This design comes from an exercise in tuning for small area on the open sky130 flow, not from production work.
Function was checked by simulation only, so behaviour that the tests miss may differ from the original.
The clock port is modelled as an ideal driver; clocking choices that lean on that would not hold on a real chip.

==> module pad_receiver, before the edit <==
module pad_receiver (
  input  logic clk,
  input  logic rst_n,
  input  logic pmod_data,
  input  logic pmod_clk,
  input  logic pmod_latch,
  output logic [11:0] shift_reg,    
  output logic latch_rise           
);
  logic [1:0] data_sync;
  logic [1:0] clk_sync;
  logic [1:0] latch_sync;
  logic clk_prev;
  logic latch_prev;
  logic clk_rise;
  always_ff @(posedge clk) begin
    data_sync <= {data_sync[0], pmod_data};
  end
  always_ff @(posedge clk or negedge rst_n) begin
    if (!rst_n) begin
      clk_sync   <= 2'b11;
      latch_sync <= 2'b11;
      clk_prev   <= 1'b1;
      latch_prev <= 1'b1;
    end else begin
      clk_sync   <= {clk_sync[0], pmod_clk};
      latch_sync <= {latch_sync[0], pmod_latch};
      clk_prev   <= clk_sync[1];
      latch_prev <= latch_sync[1];
    end
  end
  assign clk_rise   = clk_sync[1] & ~clk_prev;
  assign latch_rise = latch_sync[1] & ~latch_prev;
  always_ff @(posedge clk or negedge rst_n) begin
    if (!rst_n) begin
      shift_reg <= '1;
    end else if (clk_rise) begin
      shift_reg <= {shift_reg[10:0], data_sync[1]};
    end
  end
endmodule
==> module move_detect, before the edit <==
module move_detect (
  input  logic clk,
  input  logic rst_n,
  input  logic [11:0] shift_reg,
  input  logic latch_rise,
  output logic strobe,
  output logic [1:0] dir      
);
  logic [3:0] pad_dir;    
  logic [3:0] press;
  logic pend;
  assign press = shift_reg[7:4] & ~pad_dir & {4{~&shift_reg}};
  always_ff @(posedge clk or negedge rst_n) begin
    if (!rst_n) begin
      pad_dir <= 4'hf;
      pend    <= 1'b0;
      strobe  <= 1'b0;
    end else begin
      pend   <= latch_rise & (|press);
      strobe <= pend;
      if (latch_rise) begin
        pad_dir <= shift_reg[7:4];
      end
    end
  end
  always_ff @(posedge clk) begin
    if (latch_rise) begin
      dir <= press[3] ? 2'd0 : press[2] ? 2'd1 : press[1] ? 2'd2 : 2'd3;
    end
  end
endmodule
==> flow/config.mk <==
export PLATFORM = sky130hd
export DESIGN_NAME = game_2048_top
export DESIGN_NICKNAME = game_2048_top
export VERILOG_FILES = /design/flow/design.v
export SDC_FILE = /design/flow/constraint.sdc
export NUM_CORES = 4
export LEC_CHECK = 0
export CAP_MARGIN = 10
export CORE_MARGIN = 2
export CORE_UTILIZATION = 40
export GPL_TIMING_DRIVEN = 0
export PLACE_DENSITY = 0.45
export SLEW_MARGIN = 10
==> flow/constraint.sdc <==
create_clock -name core_clock -period 32.0 [get_ports {clk}]
set_input_delay 6.4000 -clock core_clock [delete_from_list [all_inputs] [get_ports {clk}]]
set_output_delay 6.4000 -clock core_clock [all_outputs]
set_load 0.01 [all_outputs]
standard.sh (not shown) runs the stock make flow with config.mk's settings and CLKGATE_MAP_FILE= SYNTH_SCRIPT=/design/flow/synth_recipe.tcl, a recipe that flattens the netlist after the stock synthesis.
==> flow/flow/run.sh <==
#!/bin/bash
# The standard layout, with two changes:
#  - synthesis: ORFS's synth.tcl without the full/half adder extraction, and
#    abc mapping with flow/abc.script (area oriented) instead of ORFS's speed
#    script; registers are mapped exactly as in the standard synthesis
#  - CTS: the arguments in flow/cts_args.txt (smaller clock buffers, no dummy
#    loads)
#  - port buffers: every input and output port still gets its own buffer, a
#    buf_1 instead of the larger cell buffer_ports picks by default
# Each tool's output: flow.log (make), orfs/logs/ (per step), patch.log.
set -euo pipefail
W=$(pwd)
python3 flow/patch_synth.py "$FLOW_HOME/scripts/synth.tcl" "$W/synth_patched.tcl" "$W/flow/abc.script" > patch.log 2>&1
sed "s#\$::env(SCRIPTS_DIR)/synth.tcl#$W/synth_patched.tcl#" synth_recipe.tcl > my_synth.tcl
grep -q synth_patched my_synth.tcl
sed "s#SYNTH_SCRIPT=[^ ]*#SYNTH_SCRIPT=$W/my_synth.tcl#" standard.sh > my_standard.sh
grep -q "SYNTH_SCRIPT=$W/my_synth.tcl" my_standard.sh
export CTS_ARGS="$(cat flow/cts_args.txt)"
export BUFFER_PORTS_ARGS="-buffer_cell sky130_fd_sc_hd__buf_1"
echo "CTS_ARGS=$CTS_ARGS BUFFER_PORTS_ARGS=$BUFFER_PORTS_ARGS" > cts_args.log
bash my_standard.sh > flow.log 2>&1
==> flow/flow/abc.script <==
strash
&get -n
&fraig -x
&put
scorr
dc2
strash
&get -n
&deepsyn -T 120
&put
strash
dch -f
amap
==> flow/flow/cts_args.txt <==
-sink_clustering_enable -repair_clock_nets -dont_use_dummy_load -root_buf sky130_fd_sc_hd__clkbuf_16 -buf_list sky130_fd_sc_hd__clkbuf_8
==> flow/flow/patch_synth.py <==
# Writes a copy of ORFS's synth.tcl that leaves adders to abc (no extract_fa)
# and maps with the abc script given (area oriented) instead of ORFS's
# speed script. Registers are mapped exactly as in the standard synthesis.
import sys
src, dst, script = sys.argv[1], sys.argv[2], sys.argv[3]
s = open(src).read()
a = """if {
  [env_var_exists_and_non_empty ADDER_MAP_FILE] &&"""
assert s.count(a) == 1, "adder block not found"
s = s.replace(a, """if { 0 &&
  [env_var_exists_and_non_empty ADDER_MAP_FILE] &&""")
b = "  log_cmd abc {*}$abc_args\n"
assert s.count(b) == 1, "abc call not found"
s = s.replace(b, "  log_cmd abc -script " + script + " {*}$lib_args {*}$lib_dont_use_args\n")
open(dst, "w").write(s)
print("patched", src, "->", dst)
The starting point ran to the end with no violations.
Then changed:
--- a/flow/design.v
+++ b/flow/design.v
@@ -25,18 +25,17 @@
   logic [1:0] latch_sync;
   logic clk_prev;
   logic latch_prev;
   logic clk_rise;
-  always_ff @(posedge clk) begin
-    data_sync <= {data_sync[0], pmod_data};
-  end
   always_ff @(posedge clk or negedge rst_n) begin
     if (!rst_n) begin
+      data_sync  <= 2'b11;
       clk_sync   <= 2'b11;
       latch_sync <= 2'b11;
       clk_prev   <= 1'b1;
       latch_prev <= 1'b1;
     end else begin
+      data_sync  <= {data_sync[0], pmod_data};
       clk_sync   <= {clk_sync[0], pmod_clk};
       latch_sync <= {latch_sync[0], pmod_latch};
       clk_prev   <= clk_sync[1];
       latch_prev <= latch_sync[1];
@@ -69,21 +68,18 @@
     if (!rst_n) begin
       pad_dir <= 4'hf;
       pend    <= 1'b0;
       strobe  <= 1'b0;
+      dir     <= 2'd0;
     end else begin
       pend   <= latch_rise & (|press);
       strobe <= pend;
       if (latch_rise) begin
         pad_dir <= shift_reg[7:4];
+        dir     <= press[3] ? 2'd0 : press[2] ? 2'd1 : press[1] ? 2'd2 : 2'd3;
       end
     end
   end
-  always_ff @(posedge clk) begin
-    if (latch_rise) begin
-      dir <= press[3] ? 2'd0 : press[2] ? 2'd1 : press[1] ? 2'd2 : 2'd3;
-    end
-  end
 endmodule
 `timescale 1ns/100ps
 module slide_line (
   input  logic [15:0] a,
=> Non-clock buffer count climbs by 3. Utilization climbs by 0.51 points. Sequential share of layout area climbs by 0.47 points. Worst setup slack is worse by 0.64 ns. Count of clock-buffer cells in the layout stays the same. Clock skew climbs by 0.0055 ns. Register-to-register slack is worse by 0.64 ns. Die area drops by about 1.7%. Design area drops by 1.4%. Worst hold slack is better by 0.012 ns.


Setup of onyx:
game_2048_top, a different RTL version from the one above (not shown whole).
For scale: ~1400 cells after synthesis, ~130 flip-flops, about 13 I/O pins, ~10000 µm² of cells after synthesis.
==> module tile_renderer, before the edit <==
module tile_renderer (
  input  logic clk,
  input  logic rst_n,
  input  logic [2:0] hc,
  input  logic [7:0] hx,
  input  logic [2:0] vc,
  input  logic [6:0] vy,
  input  logic [63:0] board,    
  input  logic [1:0] orient,
  output logic hsync,
  output logic vsync,
  output logic [1:0] red,
  output logic [1:0] green,
  output logic [1:0] blue
);
  logic active;
  logic border;
  logic [3:0] tile;
  logic [5:0] colour;
  logic pix_hsync;
  logic pix_vsync;
  assign active = !hc[2] && !vc[2];
  assign border = (hx < 8'd4) || (vy < 7'd4) ||
                  (hc == 3'd3 && hx >= 8'd156) || (vc == 3'd3 && vy >= 7'd116);
  logic [3:0] scell;
  always_comb begin
    scell = orient[1] ? {vc[1:0], hc[1:0]} : {hc[1:0], vc[1:0]};
    if (orient[0]) scell = ~scell;
  end
  assign tile   = board[scell*4 +: 4];
  assign pix_hsync = !(hc == 3'd4 && hx >= 8'd16 && hx < 8'd112);
  assign pix_vsync = !(vc == 3'd4 && vy >= 7'd10 && vy < 7'd12);
  function automatic logic [5:0] palette(input logic [3:0] t);
    case (t)
      4'd0:    palette = 6'b00_00_00;
      4'd1:    palette = 6'b11_00_00;
      4'd2:    palette = 6'b11_10_00;
      4'd3:    palette = 6'b11_11_00;
      4'd4:    palette = 6'b10_11_00;
      4'd5:    palette = 6'b00_11_00;
      4'd6:    palette = 6'b00_11_10;
      4'd7:    palette = 6'b00_11_11;
      4'd8:    palette = 6'b00_00_11;
      4'd9:    palette = 6'b11_00_11;
      4'd10:   palette = 6'b11_01_11;
      4'd11:   palette = 6'b11_11_11;
      default: palette = 6'b00_00_00;
    endcase
  endfunction
  always_comb begin
    if (!active) colour = '0;
    else if (border) colour = game_pkg::border_rgb;
    else colour = palette(tile);
  end
  always_ff @(posedge clk or negedge rst_n) begin
    if (!rst_n) begin
      red   <= 2'b00;
      green <= 2'b00;
      blue  <= 2'b00;
      hsync <= 1'b1;
      vsync <= 1'b1;
    end else begin
      red   <= colour[5:4];
      green <= colour[3:2];
      blue  <= colour[1:0];
      hsync <= pix_hsync;
      vsync <= pix_vsync;
    end
  end
endmodule
Settings: LEC_CHECK=0, CAP_MARGIN=10, CORE_MARGIN=2, CORE_UTILIZATION=55, GPL_TIMING_DRIVEN=1, PLACE_DENSITY=0.6, SLEW_MARGIN=10; clock period 32.0 ns.
==> flow/flow/run.sh <==
#!/bin/bash
# The standard layout, with these changes:
#  - synthesis: ORFS's synth.tcl without the full/half adder extraction, and
#    abc mapping with each flow/abc_*.script (area oriented), keeping the
#    smallest result, instead of ORFS's speed script; registers are
#    mapped exactly as in the standard synthesis
#  - CTS: the arguments in flow/cts_args.txt (small clock buffers, no dummy
#    loads); flow/post_cts.tcl then upsizes the leaf buffers that drive many
#    flip-flops
#  - port buffers: every input and output port still gets its own buffer, a
#    buf_1 instead of the larger cell buffer_ports picks by default
# Each tool's output: flow.log (make), orfs/logs/ (per step), patch.log.
set -euo pipefail
W=$(pwd)
python3 flow/patch_synth.py "$FLOW_HOME/scripts/synth.tcl" "$W/synth_patched.tcl" "$W/flow" > patch.log 2>&1
sed "s#\$::env(SCRIPTS_DIR)/synth.tcl#$W/synth_patched.tcl#" synth_recipe.tcl > my_synth.tcl
grep -q synth_patched my_synth.tcl
sed "s#SYNTH_SCRIPT=[^ ]*#SYNTH_SCRIPT=$W/my_synth.tcl#" standard.sh > my_standard.sh
grep -q "SYNTH_SCRIPT=$W/my_synth.tcl" my_standard.sh
export CTS_ARGS="$(cat flow/cts_args.txt)"
export POST_CTS_TCL="$W/flow/post_cts.tcl"
export BUFFER_PORTS_ARGS="-buffer_cell sky130_fd_sc_hd__buf_1"
echo "CTS_ARGS=$CTS_ARGS BUFFER_PORTS_ARGS=$BUFFER_PORTS_ARGS" > cts_args.log
bash my_standard.sh > flow.log 2>&1
Other scripts of this flow, unchanged in this note and not shown: flow/flow/abc_ds0.script, flow/flow/abc_ds1.script, flow/flow/abc_ds2.script, flow/flow/abc_ds3.script, flow/flow/abc_ds4.script, flow/flow/abc_ds5.script, flow/flow/abc_ds6.script, flow/flow/cts_args.txt, flow/flow/patch_synth.py, flow/flow/post_cts.tcl
For yarrow, these inputs were changed with respect to onyx:
--- a/flow/design.v
+++ b/flow/design.v
@@ -318,5 +318,4 @@
   logic border;
   logic [3:0] tile;
-  logic [5:0] colour;
   logic pix_hsync;
   logic pix_vsync;
@@ -332,41 +331,35 @@
   assign pix_hsync = !(hc == 3'd4 && hx >= 8'd16 && hx < 8'd112);
   assign pix_vsync = !(vc == 3'd4 && vy >= 7'd10 && vy < 7'd12);
+  logic [3:0] shown;
   function automatic logic [5:0] palette(input logic [3:0] t);
     case (t)
-      4'd0:    palette = 6'b00_00_00;
-      4'd1:    palette = 6'b11_00_00;
-      4'd2:    palette = 6'b11_10_00;
-      4'd3:    palette = 6'b11_11_00;
-      4'd4:    palette = 6'b10_11_00;
-      4'd5:    palette = 6'b00_11_00;
-      4'd6:    palette = 6'b00_11_10;
-      4'd7:    palette = 6'b00_11_11;
-      4'd8:    palette = 6'b00_00_11;
-      4'd9:    palette = 6'b11_00_11;
-      4'd10:   palette = 6'b11_01_11;
-      4'd11:   palette = 6'b11_11_11;
+      4'd0:    palette = 6'b00_00_00;   
+      4'd1:    palette = 6'b11_00_00;   
+      4'd2:    palette = 6'b11_10_00;   
+      4'd3:    palette = 6'b11_11_00;   
+      4'd4:    palette = 6'b10_11_00;   
+      4'd5:    palette = 6'b00_11_00;   
+      4'd6:    palette = 6'b00_11_10;   
+      4'd7:    palette = 6'b00_11_11;   
+      4'd8:    palette = 6'b00_00_11;   
+      4'd9:    palette = 6'b11_00_11;   
+      4'd10:   palette = 6'b11_01_11;   
+      4'd11:   palette = 6'b11_11_11;   
+      4'd12:   palette = game_pkg::border_rgb;
       default: palette = 6'b00_00_00;
     endcase
   endfunction
-  always_comb begin
-    if (!active) colour = '0;
-    else if (border) colour = game_pkg::border_rgb;
-    else colour = palette(tile);
-  end
   always_ff @(posedge clk or negedge rst_n) begin
     if (!rst_n) begin
-      red   <= 2'b00;
-      green <= 2'b00;
-      blue  <= 2'b00;
-      hsync <= 1'b1;
+      shown <= 4'd0;
+      hsync <= 1'b1;   
       vsync <= 1'b1;
     end else begin
-      red   <= colour[5:4];
-      green <= colour[3:2];
-      blue  <= colour[1:0];
+      shown <= !active ? 4'd0 : border ? 4'd12 : tile;
       hsync <= pix_hsync;
       vsync <= pix_vsync;
     end
   end
+  assign {red, green, blue} = palette(shown);
 endmodule
 `timescale 1ns/100ps
[summary]
yarrow | stages: all done | timing, DRC, antenna: all pass. In terms of timing-limited maximum frequency, yarrow and onyx differ only marginally. yarrow against onyx; sequential cell count of the final layout is down slightly. Of the two values seen for end of the critical path, board_i.board[57] was produced by yarrow and board_i.board[21] by onyx. | number of non-clock buffers in the layout | lower: onyx |. On worst slack at placement: between yarrow and onyx, it ends up lower for onyx. Between yarrow and onyx, it is yarrow whose signal arrival time at the worst endpoint is lower, by 0.08 ns. Going from onyx to yarrow, relative area change from synthesis to final layout has increased. Compared with onyx, in yarrow count of buffer and inverter cells on the critical path lost 2, final hold slack shrank by 0.0062 ns, relative area of non-clock buffer cells in the final design increased 0.22 points. Going from onyx to yarrow, the depth of the critical timing path with buffers and inverters included was found to have gone up by 8.6%.

==> re-timing with driven ports <==
No port has a modelled driver above. Below, the same layouts with a new extraction and two added sets of constraints. Step 1 assumes that a clkbuf_16 drives the clock port and a buf_2 every other input. Step 2 moves the port delays by t, midway between the first and last clock arrival at a register: inputs arrive t later, outputs are due t later. That takes back most of the time a late clock gives input paths. Slacks: no drivers / after step 1 / after step 2; pairs: no drivers / after step 1.
run	t (ns)	setup WS [ns]	hold WS [ns]	latest minus earliest clock arrival (ns)
the first run of note 1	0.420	13.328 / 13.328 / 13.328	0.313 / 0.313 / 0.313	0.049 / 0.049
the second run of note 1	0.417	12.692 / 12.692 / 12.692	0.325 / 0.325 / 0.325	0.045 / 0.046
onyx	0.420	14.008 / 14.008 / 14.008	0.332 / 0.332 / 0.332	0.036 / 0.036
yarrow	0.418	14.030 / 14.030 / 14.030	0.326 / 0.326 / 0.326	0.038 / 0.037
After both steps setup and hold are still met in every run listed.
